Background: an optimization exercise with open tools, aiming at small area and a short achievable clock period. Do not read the settings as production practice. In this exercise RTL edits were held to simulation tests only and were not proved equivalent to the original. Power figures rest on the tool's default switching activity, not on a simulated workload.

## flow/design.v (module list and top-level ports; edited modules follow where they fit)
// module fb_window_gen: 76 lines
// module fb_combiner_n: 3519 lines
// module fb_fa: 10 lines
// module fb_ao21: 8 lines
// module fb_and2: 7 lines
// module fb_ha: 9 lines
module fb_combiner_n
#(
    parameter int N_CH      = 4,
    parameter int DATA_W    = 15,
    parameter int COEF_W    = 18,
    parameter int FRAC_BITS = 14,
    parameter int OUT_W     = 13,
    parameter int CNT_W     = 8
) (
    input  logic                     clk,
    input  logic                     rst_n,
    input  logic                     trig,
    input  logic [N_CH*DATA_W-1:0]   data_in,
    input  logic [N_CH*COEF_W-1:0]   coef,
    input  logic [N_CH-1:0]          ch_en,
    input  logic [1:0]               mode,
    input  logic [OUT_W-1:0]         const_dac,
    input  logic [2:0]               no_bunches,
    input  logic [3:0]               no_samples,
    input  logic [CNT_W-1:0]         sample_spacing,
    input  logic [CNT_W-1:0]         start_delay,
    input  logic                     sat_clr,
    output logic [OUT_W-1:0]         fb_sgnl,
    output logic                     dac_cond,
    output logic                     busy,
    output logic                     sat_flag
);
  // ...
==> flow/flow/run.sh <==
#!/bin/bash
set -euo pipefail
bash standard.sh SETUP_SLACK_MARGIN=6.08 "BUFFER_PORTS_ARGS=-buffer_cell sky130_fd_sc_hd__buf_1" \
  "CTS_ARGS=-sink_clustering_enable -repair_clock_nets -sink_clustering_size 24 -sink_clustering_max_diameter 80 -dont_use_dummy_load" \
  finish > flow_make.log 2>&1
==> flow/standard.sh <==
#!/bin/bash
# synth_recipe.tcl (not shown) runs the flow's synth.tcl, then flattens the netlist and writes it again
# the make line also repeats each setting of config.mk as NAME=value (left out here)
make -C /OpenROAD-flow-scripts/flow DESIGN_CONFIG=/design/flow/config.mk WORK_HOME=/design/flow/orfs CLKGATE_MAP_FILE= SYNTH_SCRIPT=/design/flow/synth_recipe.tcl "${@:-finish}"
==> flow/config.mk <==
export PLATFORM = sky130hd
export DESIGN_NAME = fb_combiner_n
export DESIGN_NICKNAME = fb_combiner_n
export VERILOG_FILES = /design/flow/design.v
export SDC_FILE = /design/flow/constraint.sdc
export NUM_CORES = 4
export LEC_CHECK = 0
export ABC_CLOCK_PERIOD_IN_PS = 2000
export CAP_MARGIN = 20
export CORE_MARGIN = 2
export CORE_UTILIZATION = 60
export CTS_CLUSTER_DIAMETER = 80
export CTS_CLUSTER_SIZE = 24
export SLEW_MARGIN = 20
export SYNTH_HIERARCHICAL = 1
export SYNTH_MINIMUM_KEEP_SIZE = 0
==> flow/constraint.sdc <==
create_clock -name core_clock -period 9.0 [get_ports {clk}]
set_input_delay 1.8000 -clock core_clock [delete_from_list [all_inputs] [get_ports {clk}]]
set_output_delay 1.8000 -clock core_clock [all_outputs]
set_load 0.01 [all_outputs]
==> run notes, run 1 <==
status no timing/DRC/antenna violations; slowest stage delay, CP 0.59 ns; FF+latch count, synth 497; Critical Path RT 9.46 ns; switching fraction of total power 41.9%; leading post-synthesis cells by cell area fa_1 28%, dfxtp_1 25%, xnor2_1 13%, a22oi_1 11%, ha_1 5.7%; DP Cell Count 3866; Highest Clock Rate 0.341 GHz; Hold-fix buffers, CTS 0; post-synthesis xor/xnor area fraction 14.7%; Filler Cell Count 4729; Final Non-Filler Cells 3902; Non-clock buffering overhead 2.31%; Synth top cells by count 547 x xnor2_1, 505 x a22oi_1, 497 x fa_1; #MultiIn Comb 2369; Flop pwr share 30.6%; Final #Nets 3968; Ant. Diodes 1; PwrDens 320 nW/um2; worst slew pin tran 0.847 ns; CTS resizes 128; # clock sinks 497; Setup Total Neg Slack 0 ns; Top delay family on crit path adder cells; most frequent cell after synthesis xnor2_1
==> inputs of run 2 (changes only) <==
--- a/flow/design.v
+++ b/flow/design.v
@@ -110,19 +110,18 @@
     output logic                     dac_cond,
     output logic                     busy,
     output logic                     sat_flag
 );
     logic       gate;
     logic       g;
     logic [3:0] gsr;
     logic [3:0] vld;         
-    logic [20:0] sum_q;      
-    logic [12:0] res;        
-    logic        sat;        
+    logic [12:0] res_d, res_q, res;    
+    logic        sat_d, sat_q, sat;    
     logic        drive;
     fb_window_gen #(.CNT_W(CNT_W)) u_win (
         .clk            (clk),
         .rst_n          (rst_n),
         .trig           (trig),
         .no_bunches     (no_bunches),
         .no_samples     (no_samples),
         .sample_spacing (sample_spacing),
@@ -3561,30 +3560,30 @@
         two2_q <= two2_d;
         neg2_q <= neg2_d;
         x3_q <= {data_in[59], data_in[58], data_in[57], data_in[56], data_in[55], data_in[54], data_in[53], data_in[52], data_in[51], data_in[50], data_in[49], data_in[48], data_in[47], data_in[46], data_in[45]};
         one3_q <= one3_d;
         two3_q <= two3_d;
         neg3_q <= neg3_d;
         r2 <= {c826, c910, s825, s909, c1022, s907, c974, s821, c1082, s1021, c1052, s973, c1020, s1081, s1051, c1110, s1109, c1136, s1079, c1108, s1049, c1184, s1135, c1160, s1107, c1134, s1077, s1183, c1206, s1159, c1182, s1133, c1158, s1205, c1246, s1181, c1226, c1204, s1157, s1131, s1245, c1264, s1225, s1203, c1244, c1224, s1179, s1263, c1296, s1243, s1223, c1280, c1262, c1242, s1201, s1295, c1310, s1279, s1261, c1294, c1278, s1241, c1260, c1334, s1309, c1322, s1293, s1277, c1308, c1292, s1259, c1276, s1333, s1321, c1344, s1307, s1291, c1332, c1320, c1306, s1275, s1343, c1360, s1331, s1319, s1305, c1352, c1342, s1289, c1330, c1318, s1359, c1362, s1351, s1341, c1358, c1350, c1340, s1329, s1317, c1328, s1303, c1356, s1361, s1357, s1349, c1348, s1339, c1338, c1326, s1327, c1314, s1315, s1355, s1347, c1354, s1337, s1325, c1346, c1336, s1313, c1324, c1402, c1392, c1382, c1372, s1353, s1345, s1335, c990, c986, c982, c978, s1323, s1311, s1297, s1401, s989, s987, c938, s937, c936, c1400, s935, c866, s1399, c1398, s1397, c1396, s1395, c1394, c772, s1393, s771, s769, pg1422, s1391, s985, s983, c930, s929, c928, c1390, s927, c854, s1389, c1388, s1387, c1386, s1385, c1384, c752, s1383, s751, s749, pg1417, s1381, s981, s979, c922, s921, c920, c1380, s919, c842, s1379, c1378, s1377, c1376, s1375, c1374, c732, s1373, s731, s729, pg1412, s1371, s977, s975, c914, s913, c912, c1370, s911, c830, s1369, c1368, s1367, c1366, s1365, c1364, c712, s1363, s711, s709, pg1407};
         r3 <= {c1672, r2[215], c1670, s1671, s1669, c1668, c1666, s1667, s1665, c1664, c1662, s1663, s1661, c1660, c1658, s1659, s1657, c1656, c1654, s1655, s1653, c1652, c1650, s1651, s1649, c1648, s1647, c1646, s1645, c1614, c1644, s1613, c1612, s1643, c1812, c1642, s1811, s1641, s1809, c1808, s1807, s1805};
-        sum_q <= sum_w;
+        res_q <= res_d;
+        sat_q <= sat_d;
     end
     always_comb begin
-        if (!vld[3]) begin       
-            sat = 1'b0;
-            res = '0;
-        end else if (sum_q[20:12] != 9'h000 && sum_q[20:12] != 9'h1ff) begin
-            sat = 1'b1;
-            res = sum_q[20] ? 13'h1000 : 13'h0fff;
+        if (sum_w[20:12] != 9'h000 && sum_w[20:12] != 9'h1ff) begin
+            sat_d = 1'b1;
+            res_d = sum_w[20] ? 13'h1000 : 13'h0fff;
         end else begin
-            sat = 1'b0;
-            res = sum_q[12:0];
+            sat_d = 1'b0;
+            res_d = sum_w[12:0];
         end
     end
+    assign res = vld[3] ? res_q : '0;
+    assign sat = vld[3] & sat_q;
     always_ff @(posedge clk or negedge rst_n) begin
         if (!rst_n) begin
             vld <= '0;
         end else begin
             vld <= {vld[2:0], 1'b1};
         end
     end
     assign g     = gsr[3];
==> run notes, run 2 <==
status no timing/DRC/antenna violations (unchanged); Ports 194 (unchanged); Worst Hold Class flip-flop to flip-flop (unchanged); via count 24.4k (about the same); DR pass1 iterations 6 (was 7); Largest regs r2: 216 flops, r3: 42 flops (was r2: 216 flops, r3: 42 flops, sum_q: 21 flops); commonest cells after routing, fill and taps aside 556 x xnor2_1, 504 x a22oi_1, 496 x fa_1, 284 x dfxtp_1, 184 x buf_1 (was 543 x xnor2_1, 505 x a22oi_1, 495 x fa_1, 301 x dfxtp_1, 193 x buf_1); Final Hold Viols 0 (unchanged); initial antenna violation count 1 (was 0); Area Overhead vs Synth 5.46% (was 5.01%); skew final 0.0513 ns (was 0.0727 ns); worst skew pair latency 0.64 ns (was 0.58 ns); LEAKAGE 14.8 nW (about the same); max-slew violation count 0 (unchanged); clock-pin slew on the worst setup and hold paths 0.08 ns (was 0.09 ns); most frequent cell after synthesis xnor2_1 (unchanged); pin count of the biggest net entering global routing 28 (unchanged); CTS tree yes (unchanged); area fraction of the dominant cell type after synthesis 27.7% (was 27.6%); CP Capture Type flip-flop (unchanged); Syn Inst Count 3153 (was 3145); Flop pwr share 29.6% (was 30.6%); Starting Density 60.8% (was 60.9%); Clk network pwr share 10.9% (was 11.6%); commonest non-fill, non-tap cell in the layout xnor2_1 (unchanged); Tcrit/Tclk final 32.5% (was 32.6%); worst slew pin tran 0.848 ns (was 0.847 ns); die area 61700 um2 (was 62000 um2); CP Class flip-flop to flip-flop (unchanged); DP Cell Count 3866 (unchanged); Largest Register r2 (unchanged); switching fraction of total power 41.7% (was 41.9%); number of global-route vias before repair 24.7k (was 25.3k); Critical Path RT 9.52 ns (was 9.46 ns); CTS buffer count 31 (was 34); sequential element share of the synthesized area 28.4% (was 28.6%); Total GRT Usage 32.3% (was 33.3%); P_sw 5.02 mW (was 5.08 mW); WL final 100000 um (was 101000 um); leading post-synthesis cells by cell area fa_1 28%, dfxtp_1 25%, xnor2_1 14%, a22oi_1 11%, ha_1 5.7% (was fa_1 28%, dfxtp_1 25%, xnor2_1 13%, a22oi_1 11%, ha_1 5.7%); row count 89 (unchanged); post-synth top area cell fa_1 (unchanged); WL/cell 25.7 um (was 25.8 um); Critical Path Fanout Max 7 (was 16); Pint 7.03 mW (was 7.04 mW); Ys Warns 8 (unchanged); Highest Clock Rate 0.341 GHz (about the same); PortBufs 193 (unchanged); Core Region 59000 um2 (was 59100 um2); Final Non-Filler Cells 3908 (was 3902); share of cells above drive strength 1 8.39% (was 7.23%); DR iter-0 viols 2550 (was 2605); Final setup viols 0 (unchanged); PwrDens 319 nW/um2 (was 320 nW/um2); combinational power share 59.5% (was 57.8%); RSZ-0062 raised after global routing yes (unchanged); Sequential Area 10400 um2 (was 10600 um2); Ant. Diodes 0 (was 1); number of flip-flops in the largest register 216 (unchanged); Post-synth EDFFs 23 (unchanged); die width 248 um (was 249 um); # H-tree levels 1 (was 2); number of vias per cell 6.23 (was 6.25); drc violations 0 (unchanged); Post-synth ARST share 5.51% (was 5.43%); Syn Std Cell Area 35900 um2 (was 36000 um2); Routability Congestion 0.995 (was 0.991); min Tclk post-route 2.93 ns (was 2.94 ns); Final HPWL DP 76900 um (was 77900 um); Synth top cells by count 568 x xnor2_1, 504 x a22oi_1, 497 x fa_1 (was 547 x xnor2_1, 505 x a22oi_1, 497 x fa_1); Slew Limit Headroom 43.2% (was 43.5%); FF+latch count, synth 490 (was 497); Filler Cell Count 4722 (was 4729); critical path startpoint category flip-flop (unchanged); CTS Buffer Depth 3 (unchanged); Final ANT Viol Nets 0 (unchanged); Cell variety after synth 49 (was 59); Setup Total Neg Slack 0 ns (unchanged); CP arrival 3.45 ns (was 3.40 ns); maximum vdd drop 0.000278 V (was 0.000324 V); Die Height 248 um (was 249 um); Root Buffer clkbuf_16 (unchanged); first-pass GRT wire length 153000 um (was 157000 um); Maximum Capacitance Violations 0 (unchanged); # clock sinks 490 (was 497); Main synth FF type dfxtp_1 (unchanged); footprint of the multi-input gates 24700 um2 (was 24500 um2); total congestion overflow 0 (unchanged); Final #Nets 3975 (was 3968); syn_area_per_cell 11.4 um2 (was 11.5 um2)
run 2: changes by cell type after synthesis, moves of 4 or more:
cell,previous run,this run
o21ai_2,1,12
xnor2_1,547,568
buf_1,14,9
dfxtp_1,447,440
xor2_1,59,40
a221o_1,17,2
a21oi_1,7,11
clkbuf_1,107,124
o221ai_1,0,5
buf_2,154,142
a22o_1,1,13
nand2_1,135,149
run 2: stage by stage:
step	area (um2)	power [mW]	worst slack (ns)	utilization, %	hold slack (ns)
after detailed placement	36500	10.5	5.41	61.8	0.322
after global routing	37800	13.1	5.96	64.1	0.360
final	37800	12.0	6.07	64.1	0.352
after floorplan	35900	8.04	5.62	-	0.310
after global placement	36500	10.2	5.47	61.8	0.315
after CTS	37600	12.0	6.05	63.8	0.352
run 2: modules after synthesis, one instance, submodules excluded, a selection:
module         flip-flops and latches  copies in the design  cells inside
fb_fa                               0                   496             1
fb_ha                               0                   123             1
fb_ao21                             0                    72             1
fb_and2                             0                    61             1
fb_combiner_n                     463                     1          2254
run 2: final cells by class:
cell class / count / area share, %
repair buffers: 215 / 2.44
well taps: 773 / 2.56
flip-flops and latches: 490 / 27.6
multi-input cells: 2385 / 65.2
clock buffers: 31 / 2.05
inverters: 14 / 0.159
run 2: cells by family after synthesis:
group,after synthesis,share of synthesized area [%]
AOI/OAI and AO/OA,704,14.3
xor gates and xnor gates,608,14.9
adders and majority gates,660,33.4
buffers and inverters,291,3.57
DFF,490,28.4
muxes,2,0.0558
other,1,0.0105
and+or+nand+nor,397,5.42
run 2: layer usage:
layer  vias to the layer above  track usage, %  routed length [um]
met4                         2            11.3                4160
li1                      10614               -                   -
met2                      1230            51.4               46400
met5                         -               0                  10
met3                       198            5.28                8990
met1                     12309            45.1               40700
run 2: final timing paths:
path	start	end	slack, ns	cells after the start
min in group asynchronous	rst_n	sat_flag$_DFF_PN0_	1.17	2
max in group asynchronous	rst_n	u_win.busy_q$_DFF_PN0_	7.54	2
hold reg to reg	gsr[2]$_DFF_PN0_	gsr[3]$_DFF_PN0_	0.35	0
hold / removal	gsr[2]$_DFF_PN0_	gsr[3]$_DFF_PN0_	0.35	0
setup / recovery	r3[11]$_DFF_P_	sat_q$_DFF_P_	6.07	12
setup reg to reg	r3[11]$_DFF_P_	sat_q$_DFF_P_	6.07	12
run 2: repair_timing:
| action | 4_1_cts | 5_1_grt |
|---|---|---|
| endpoints found under the setup margin | 157 | 68 |
| hold buffers | 0 | 0 |
| setup buffers | 8 | 2 |
| cloned | 1 | 0 |
| pin swaps | 6 | 20 |
| resized for setup | 162 | 66 |
run 2: critical path, stage by stage (launching register included):
cell and delay (ns):
dfxtp_2 0.33, fa_2 0.58, ha_4 0.20, and2_4 0.13, and2_4 0.13, a21o_4 0.21, a21o_4 0.22, a21o_1 0.20
xnor2_2 0.15, nor4_2 0.27, a21oi_2 0.12, buf_6 0.16, nand2b_4 0.13
run 2: power groups by stage:
stage          sequential (mW)  clock (mW)  combinational [mW]
2_1_floorplan             3.29           0                4.75
3_3_place_gp              3.58           0                6.64
3_5_place_dp              3.60           0                6.89
4_1_cts                   3.56        1.34                7.11
5_1_grt                   3.62        1.42                8.06
6_report                  3.56        1.31                7.17

-- afterwards: timing with drivers on the ports --
How much do the figures lean on ideal ports? The routed layouts below were timed once more, with nothing changed but the port constraints.
Step 1: set_driving_cell puts a clkbuf_16 on clk and a buf_2 on each other input, an assumption about the parent block.
Step 2 times the ports against the registers' clock, not the clock port: input delays grow and output delays shrink by t, the midpoint of the rising clock arrivals with the driver on.
a / b / c = ideal ports / drivers / drivers and shift; a / b = the first two.
run | shift t [ns] | setup WS [ns] | latest minus earliest clock arrival (ns) | worst data-port slew with drivers (ns)
run 1 | 0.610 | 6.064 / 6.059 / 5.574 | 0.074 / 0.074 | 0.06
run 2 | 0.670 | 6.072 / 6.012 / 5.436 | 0.082 / 0.081 | 0.05
After both steps every run listed still meets setup and hold. The setup slack of run 2, which loses most, moves by -0.060 ns with the drivers and by -0.636 ns with both steps.
